Background: an optimization exercise with open tools, aiming at a short achievable clock period. Do not read the settings as production practice. Only simulation tests tie the RTL to the original design; equivalence was not proved. The clock input has no modelled driver; a real chip could not lean on it and would need a root buffer or a full tree. Power figures rest on the tool's default switching activity, not on a simulated workload.

==> module set_prep, before the edit <==
module set_prep
(
   input  logic                     clk_pll,
   input  pulse_pkg::pulse_timing_t shadow,
   output pulse_pkg::seq_set_t      entry
);
   localparam int NCH = 8;
   typedef struct packed {
      logic [NCH-1:0]      co;    
      logic [NCH-1:0][3:0] s;     
   } psum_t;
   function automatic psum_t chunk_add(input logic [31:0] a, input logic [31:0] b);
      psum_t r;
      logic [4:0] t;
      for (int k = 0; k < NCH; k++) begin
         t = {1'b0, a[4*k +: 4]} + {1'b0, b[4*k +: 4]};
         r.s[k]  = t[3:0];
         r.co[k] = t[4];
      end
      chunk_add = r;
   endfunction
   function automatic logic [NCH-1:0] chunk_cin(input psum_t x);
      logic [NCH-1:0] g, p, gn, pn;
      for (int k = 0; k < NCH; k++) begin
         g[k] = x.co[k];
         p[k] = (x.s[k] == 4'hf);
      end
      for (int l = 0; l < 3; l++) begin
         gn = g;
         pn = p;
         for (int k = 0; k < NCH; k++) begin
            if (k >= (1 << l)) begin
               gn[k] = g[k] | (p[k] & g[k - (1 << l)]);
               pn[k] = p[k] & p[k - (1 << l)];
            end
         end
         g = gn;
         p = pn;
      end
      chunk_cin = {g[NCH-2:0], 1'b0};
   endfunction
   function automatic logic [31:0] chunk_sum(input psum_t x);
      logic [NCH-1:0] c;
      logic [31:0] r;
      c = chunk_cin(x);
      for (int k = 0; k < NCH; k++) begin
         r[4*k +: 4] = x.s[k] + 4'(c[k]);
      end
      chunk_sum = r;
   endfunction
   function automatic logic chunk_zero(input psum_t x);
      logic [NCH-1:0] c;
      logic r;
      c = chunk_cin(x);
      r = 1'b1;
      for (int k = 0; k < NCH; k++) begin
         if (c[k] ? (x.s[k] != 4'hf) : (x.s[k] != 4'h0)) begin
            r = 1'b0;
         end
      end
      chunk_zero = r;
   endfunction
   psum_t p_offs, p_offe, p_att3, p_rec;
   logic r_sync, r_p1w, r_p2s, r_att1, r_att3, r_attd, r_per, r_offen;
   logic [31:0] s_offs, s_offe, s_att3, s_rec;
   always_ff @(posedge clk_pll) begin
      p_offs <= chunk_add(shadow.offres_delay, 32'd1);
      p_offe <= chunk_add(shadow.offres_delay, shadow.p1width);
      p_att3 <= chunk_add(shadow.sync_up, 32'd0 - 32'(30));
      p_rec  <= chunk_add(shadow.sync_up, shadow.delay);
      r_sync  <= (shadow.sync_up != '0);
      r_p1w   <= (shadow.p1width != '0);
      r_p2s   <= (shadow.p2start != '0);
      r_att1  <= (shadow.p1width != '1);
      r_att3  <= (shadow.sync_up != 32'(30));
      r_attd  <= (shadow.att_down != '0);
      r_per   <= (shadow.period == '0);
      r_offen <= shadow.double_pulse && !shadow.pump_on;
   end
   assign s_offs = chunk_sum(p_offs);
   assign s_offe = chunk_sum(p_offe);
   assign s_att3 = chunk_sum(p_att3);
   assign s_rec  = chunk_sum(p_rec);
   always_comb begin
      entry.t_sync    = shadow.sync_up;
      entry.t_p1w     = shadow.p1width;
      entry.t_p2s     = shadow.p2start;
      entry.t_offs    = s_offs;
      entry.t_offe    = s_offe;
      entry.t_att3    = s_att3;
      entry.t_rec     = s_rec;
      entry.t_attd    = shadow.att_down;
      entry.t_per     = shadow.period;
      entry.pp_pump   = shadow.pp_pump;
      entry.pp_probe  = shadow.pp_probe;
      entry.post_att  = shadow.post_att;
      entry.offres_en = r_offen;
      entry.z_sync    = r_sync;
      entry.z_p1w     = r_p1w;
      entry.z_p2s     = r_p2s;
      entry.z_offe    = !chunk_zero(p_offe);
      entry.z_att1    = r_att1;
      entry.z_att3    = r_att3;
      entry.z_rec     = chunk_zero(p_rec);
      entry.z_attd    = r_attd;
      entry.z_per     = r_per;
   end
endmodule
export LEC_CHECK = 0
export ABC_CLOCK_PERIOD_IN_PS = 2000
export CAP_MARGIN = 20
export CORE_MARGIN = 2
export CORE_UTILIZATION = 55
export SETUP_SLACK_MARGIN = 2.9
export SLEW_MARGIN = 20
create_clock -name core_clock -period 4.6 [get_ports {clk_pll}]
standard.sh (not shown) runs the stock make flow with config.mk's settings and CLKGATE_MAP_FILE= SYNTH_SCRIPT=/design/flow/synth_recipe.tcl, a recipe that flattens the netlist after the stock synthesis.
==> flow/flow/run.sh <==
#!/bin/bash
# The standard layout, with the clock tree built by flow/cts_hook.tcl: the
# clock port drives four root buffers, each drives the leaf buffers of one
# quarter of the flip-flops. Every tool's output is logged in this folder.
set -euo pipefail
export PRE_CTS_TCL="$PWD/flow/cts_hook.tcl"
bash standard.sh > flow_orfs.log 2>&1
Other scripts of this flow, unchanged in this note and not shown: flow/flow/cts_hook.tcl, flow/flow/mytree.tcl
The baseline finished with timing, DRC and antenna clean.
==> next run, changes <==
--- a/flow/design.v
+++ b/flow/design.v
@@ -135,6 +135,7 @@
    localparam int NCH = 8;
    typedef struct packed {
-      logic [NCH-1:0]      co;    
-      logic [NCH-1:0][3:0] s;     
+      logic [NCH-1:0]      g;
+      logic [NCH-1:0]      p;
+      logic [NCH-1:0][3:0] s;
    } psum_t;
    function automatic psum_t chunk_add(input logic [31:0] a, input logic [31:0] b);
@@ -143,15 +144,15 @@
       for (int k = 0; k < NCH; k++) begin
          t = {1'b0, a[4*k +: 4]} + {1'b0, b[4*k +: 4]};
-         r.s[k]  = t[3:0];
-         r.co[k] = t[4];
+         r.s[k] = t[3:0];
+         r.g[k] = t[4];
+         r.p[k] = t[4] || (t[3:0] == 4'hf);
       end
       chunk_add = r;
    endfunction
-   function automatic logic [NCH-1:0] chunk_cin(input psum_t x);
-      logic [NCH-1:0] g, p, gn, pn;
-      for (int k = 0; k < NCH; k++) begin
-         g[k] = x.co[k];
-         p[k] = (x.s[k] == 4'hf);
-      end
+   function automatic logic [31:0] chunk_sum(input psum_t x);
+      logic [NCH-1:0] g, p, gn, pn, c;
+      logic [31:0] r;
+      g = x.g;
+      p = x.p;
       for (int l = 0; l < 3; l++) begin
          gn = g;
@@ -166,30 +167,17 @@
          p = pn;
       end
-      chunk_cin = {g[NCH-2:0], 1'b0};
-   endfunction
-   function automatic logic [31:0] chunk_sum(input psum_t x);
-      logic [NCH-1:0] c;
-      logic [31:0] r;
-      c = chunk_cin(x);
+      c = {g[NCH-2:0], 1'b0};
       for (int k = 0; k < NCH; k++) begin
-         r[4*k +: 4] = x.s[k] + 4'(c[k]);
+         r[4*k +: 4] = c[k] ? (x.s[k] + 4'd1) : x.s[k];
       end
       chunk_sum = r;
    endfunction
-   function automatic logic chunk_zero(input psum_t x);
-      logic [NCH-1:0] c;
-      logic r;
-      c = chunk_cin(x);
-      r = 1'b1;
-      for (int k = 0; k < NCH; k++) begin
-         if (c[k] ? (x.s[k] != 4'hf) : (x.s[k] != 4'h0)) begin
-            r = 1'b0;
-         end
-      end
-      chunk_zero = r;
+   function automatic logic sum_is_zero(input logic [31:0] a, input logic [31:0] b);
+      sum_is_zero = (((a ^ b) ^ {(a[30:0] | b[30:0]), 1'b0}) == '0);
    endfunction
    psum_t p_offs, p_offe, p_att3, p_rec;
-   logic r_sync, r_p1w, r_p2s, r_att1, r_att3, r_attd, r_per, r_offen;
    logic [31:0] s_offs, s_offe, s_att3, s_rec;
+   logic r_sync, r_p1w, r_p2s, r_att1, r_att3, r_attd, r_per, r_offen;
+   logic r_offe, r_rec;
    always_ff @(posedge clk_pll) begin
       p_offs <= chunk_add(shadow.offres_delay, 32'd1);
@@ -205,4 +193,6 @@
       r_per   <= (shadow.period == '0);
       r_offen <= shadow.double_pulse && !shadow.pump_on;
+      r_offe  <= !sum_is_zero(shadow.offres_delay, shadow.p1width);
+      r_rec   <= sum_is_zero(shadow.sync_up, shadow.delay);
    end
    assign s_offs = chunk_sum(p_offs);
@@ -227,8 +217,8 @@
       entry.z_p1w     = r_p1w;
       entry.z_p2s     = r_p2s;
-      entry.z_offe    = !chunk_zero(p_offe);
+      entry.z_offe    = r_offe;
       entry.z_att1    = r_att1;
       entry.z_att3    = r_att3;
-      entry.z_rec     = chunk_zero(p_rec);
+      entry.z_rec     = r_rec;
       entry.z_attd    = r_attd;
       entry.z_per     = r_per;
Result:
- via count is higher by 0.97%
- setup slack is better by 290 ps
- power is higher by 0.72%
- core utilization is lower by 0.62 points
- sequential cell count is higher by 26
No run of this note takes its clock network from TritonCTS; it comes from the design's own scripts or RTL.

========
== run 1 ==
pulse_timing_top, a different RTL version from the one above (not shown whole).
For scale: ~5800 cells after synthesis, roughly 2100 flip-flops, ~59 I/O pins.
==> module timing_loader, before the edit <==
module timing_loader
(
   input  logic          clk_pll,
   input  logic          resetn,
   input  logic          host_valid,
   input  pulse_pkg::host_wr_t      host_wr,
   output logic          host_ready,
   output logic          push,
   output pulse_pkg::pulse_timing_t shadow,
   input  logic          credit_return
);
   localparam int CRED_W = $clog2(4 + 1);
   logic              wr_acc;
   logic              commit_acc;
   logic [CRED_W-1:0] credits;
   logic              ready_q;
   logic [CRED_W-1:0] credits_inc;
   logic [CRED_W-1:0] credits_dec;
   logic [CRED_W-1:0] credits_nxt;
   logic              rdy_int;    
   assign credits_inc = credits + CRED_W'(1);
   assign credits_dec = credits - CRED_W'(1);
   always_comb begin
      if (commit_acc && !credit_return) begin
         credits_nxt = credits_dec;
      end else if (!commit_acc && credit_return) begin
         credits_nxt = credits_inc;
      end else begin
         credits_nxt = credits;
      end
   end
   assign host_ready = ready_q;
   assign wr_acc     = host_valid && rdy_int;
   assign commit_acc = wr_acc && (host_wr.addr == 4'd8);
   always_ff @(posedge clk_pll) begin
      if (resetn) begin
         shadow <= '0;
      end else if (wr_acc) begin
         case (host_wr.addr)
            4'd0:   shadow.period       <= host_wr.data;
            4'd1:  shadow.sync_up      <= host_wr.data;
            4'd2:  shadow.p1width      <= host_wr.data;
            4'd3:  shadow.p2start      <= host_wr.data;
            4'd4: shadow.att_down     <= host_wr.data;
            4'd5:    shadow.delay        <= host_wr.data;
            4'd6:   shadow.offres_delay <= host_wr.data;
            4'd7: begin
               shadow.pp_pump      <=
                  host_wr.data[0 +: $bits(shadow.pp_pump)];
               shadow.pp_probe     <=
                  host_wr.data[7 +: $bits(shadow.pp_probe)];
               shadow.post_att     <=
                  host_wr.data[14 +: $bits(shadow.post_att)];
               shadow.double_pulse <= host_wr.data[21];
               shadow.pump_on      <= host_wr.data[22];
            end
            default: ;
         endcase
      end
   end
   always_ff @(posedge clk_pll) begin
      if (resetn) begin
         push <= 1'b0;
      end else begin
         push <= commit_acc;
      end
   end
   always_ff @(posedge clk_pll) begin
      if (resetn) begin
         credits <= CRED_W'(4);
         rdy_int <= 1'b1;
         ready_q <= 1'b1;
      end else begin
         credits <= credits_nxt;
         rdy_int <= (credits_nxt != '0);
         if (commit_acc) begin
            ready_q <= credit_return || (credits != CRED_W'(1));
         end else begin
            ready_q <= ready_q || credit_return;
         end
      end
   end
endmodule
Settings: LEC_CHECK=0, ABC_CLOCK_PERIOD_IN_PS=2000, CAP_MARGIN=20, CORE_MARGIN=2, CORE_UTILIZATION=55, SETUP_SLACK_MARGIN=2.9, SLEW_MARGIN=20; clock period 4.6 ns.
Scripts as last shown in full above: flow/flow/run.sh
Other scripts of this flow, unchanged in this note and not shown: flow/flow/cts_hook.tcl, flow/flow/mytree.tcl
[inputs] run 3 vs run 1
-- flow/design.v --
<<< run 1, line 70
   logic [CRED_W-1:0] credits_inc;
   logic [CRED_W-1:0] credits_dec;
   logic [CRED_W-1:0] credits_nxt;
   logic              rdy_int;    
   assign credits_inc = credits + CRED_W'(1);
   assign credits_dec = credits - CRED_W'(1);
   always_comb begin
      if (commit_acc && !credit_return) begin
         credits_nxt = credits_dec;
      end else if (!commit_acc && credit_return) begin
         credits_nxt = credits_inc;
      end else begin
         credits_nxt = credits;
      end
   end
   assign host_ready = ready_q;
   assign wr_acc     = host_valid && rdy_int;
   assign commit_acc = wr_acc && (host_wr.addr == 4'd8);
   always_ff @(posedge clk_pll) begin
>>> run 3, line 70
   logic [CRED_W-1:0] credits_inc;
   logic [CRED_W-1:0] credits_dec;
   assign credits_inc = credits + CRED_W'(1);
   assign credits_dec = credits - CRED_W'(1);
   assign host_ready = ready_q;
   assign wr_acc     = host_valid && (credits != '0);
   assign commit_acc = wr_acc && (host_wr.addr == 4'd8);
   always_ff @(posedge clk_pll) begin
<<< run 1, line 122
      if (resetn) begin
         credits <= CRED_W'(4);
         rdy_int <= 1'b1;
         ready_q <= 1'b1;
      end else begin
         credits <= credits_nxt;
         rdy_int <= (credits_nxt != '0);
         if (commit_acc) begin
            ready_q <= credit_return || (credits != CRED_W'(1));
>>> run 3, line 111
      if (resetn) begin
         credits <= CRED_W'(4);
         ready_q <= 1'b1;
      end else begin
         if (commit_acc && !credit_return) begin
            credits <= credits_dec;
         end else if (!commit_acc && credit_return) begin
            credits <= credits_inc;
         end
         if (commit_acc) begin
            ready_q <= credit_return || (credits != CRED_W'(1));
Findings:
Looking at run 1 and run 3, the combined area of all synthesized cells is a wash.
Diff run 3..run 1 | synthesized-area fraction occupied by ao, oa, aoi and oai cells | negligible
As far as die area is concerned, run 1 and run 3 perform about the same.
Run 3 ended with more number of instances resized during post-cts repair than run 1.
Changes observed in run 3 relative to run 1: clock share of power went down; setup slack after placement went down; first-iteration DRC count went down.
Of run 1 and run 3, run 3 shows the higher final clock period utilization by the worst path, with run 1 below it.
Sort run 1 and run 3 by depth of the worst register-to-register path, descending, and run 3 comes first.
Run 3 vs run 1, slowest cell on the critical path: dfxtp_4 vs nand4_1
On switching power share of the total, run 3 tracks run 1 almost exactly.
As far as share of synthesized area occupied by flip-flops and latches is concerned, run 3 and run 1 perform about the same.
Total wirelength of the detailed-routed design in run 3 is about 2.2% lower than in run 1
Between run 1 and run 3, the global-route usage figures differ only marginally.
In every run of this note, the design's own scripts or RTL, not TritonCTS, make the clock network.

-- what the ideal ports hide --
The flow's constraints put no driver on any port. The routed layouts listed below were extracted and timed again, unchanged, in two steps.
Step 1, drivers: a clkbuf_16 drives clk_pll and a buf_2 each remaining input, both assumed.
Step 2, shift: input delay + t, output delay - t, t = (earliest + latest rising clock arrival at the registers) / 2. This alone moves slack from input paths to output paths.
a / b / c = no drivers / after step 1 / after step 2; a / b = the first two.
| run | shift t [ns] | setup slack, ns | latest minus earliest clock arrival (ns) | worst register clock-pin slew, ns | pins driven straight from the clock port |
|---|---|---|---|---|---|
| the first run of note 1 | 0.760 | 2.308 / 2.309 / 2.106 | 0.038 / 0.037 | 0.10 / 0.10 | 4 |
| the second run of note 1 | 0.766 | 2.597 / 2.412 / 2.007 | 0.042 / 0.041 | 0.11 / 0.11 | 4 |
| run 1 | 0.774 | 2.557 / 2.459 / 1.964 | 0.046 / 0.045 | 0.11 / 0.11 | 4 |
| run 3 | 0.772 | 2.377 / 2.377 / 2.134 | 0.049 / 0.048 | 0.11 / 0.11 | 4 |
After both steps setup and hold are still met in every run listed. For run 1, which loses most, drivers alone change the setup slack by -0.098 ns; drivers and shift together by -0.593 ns.
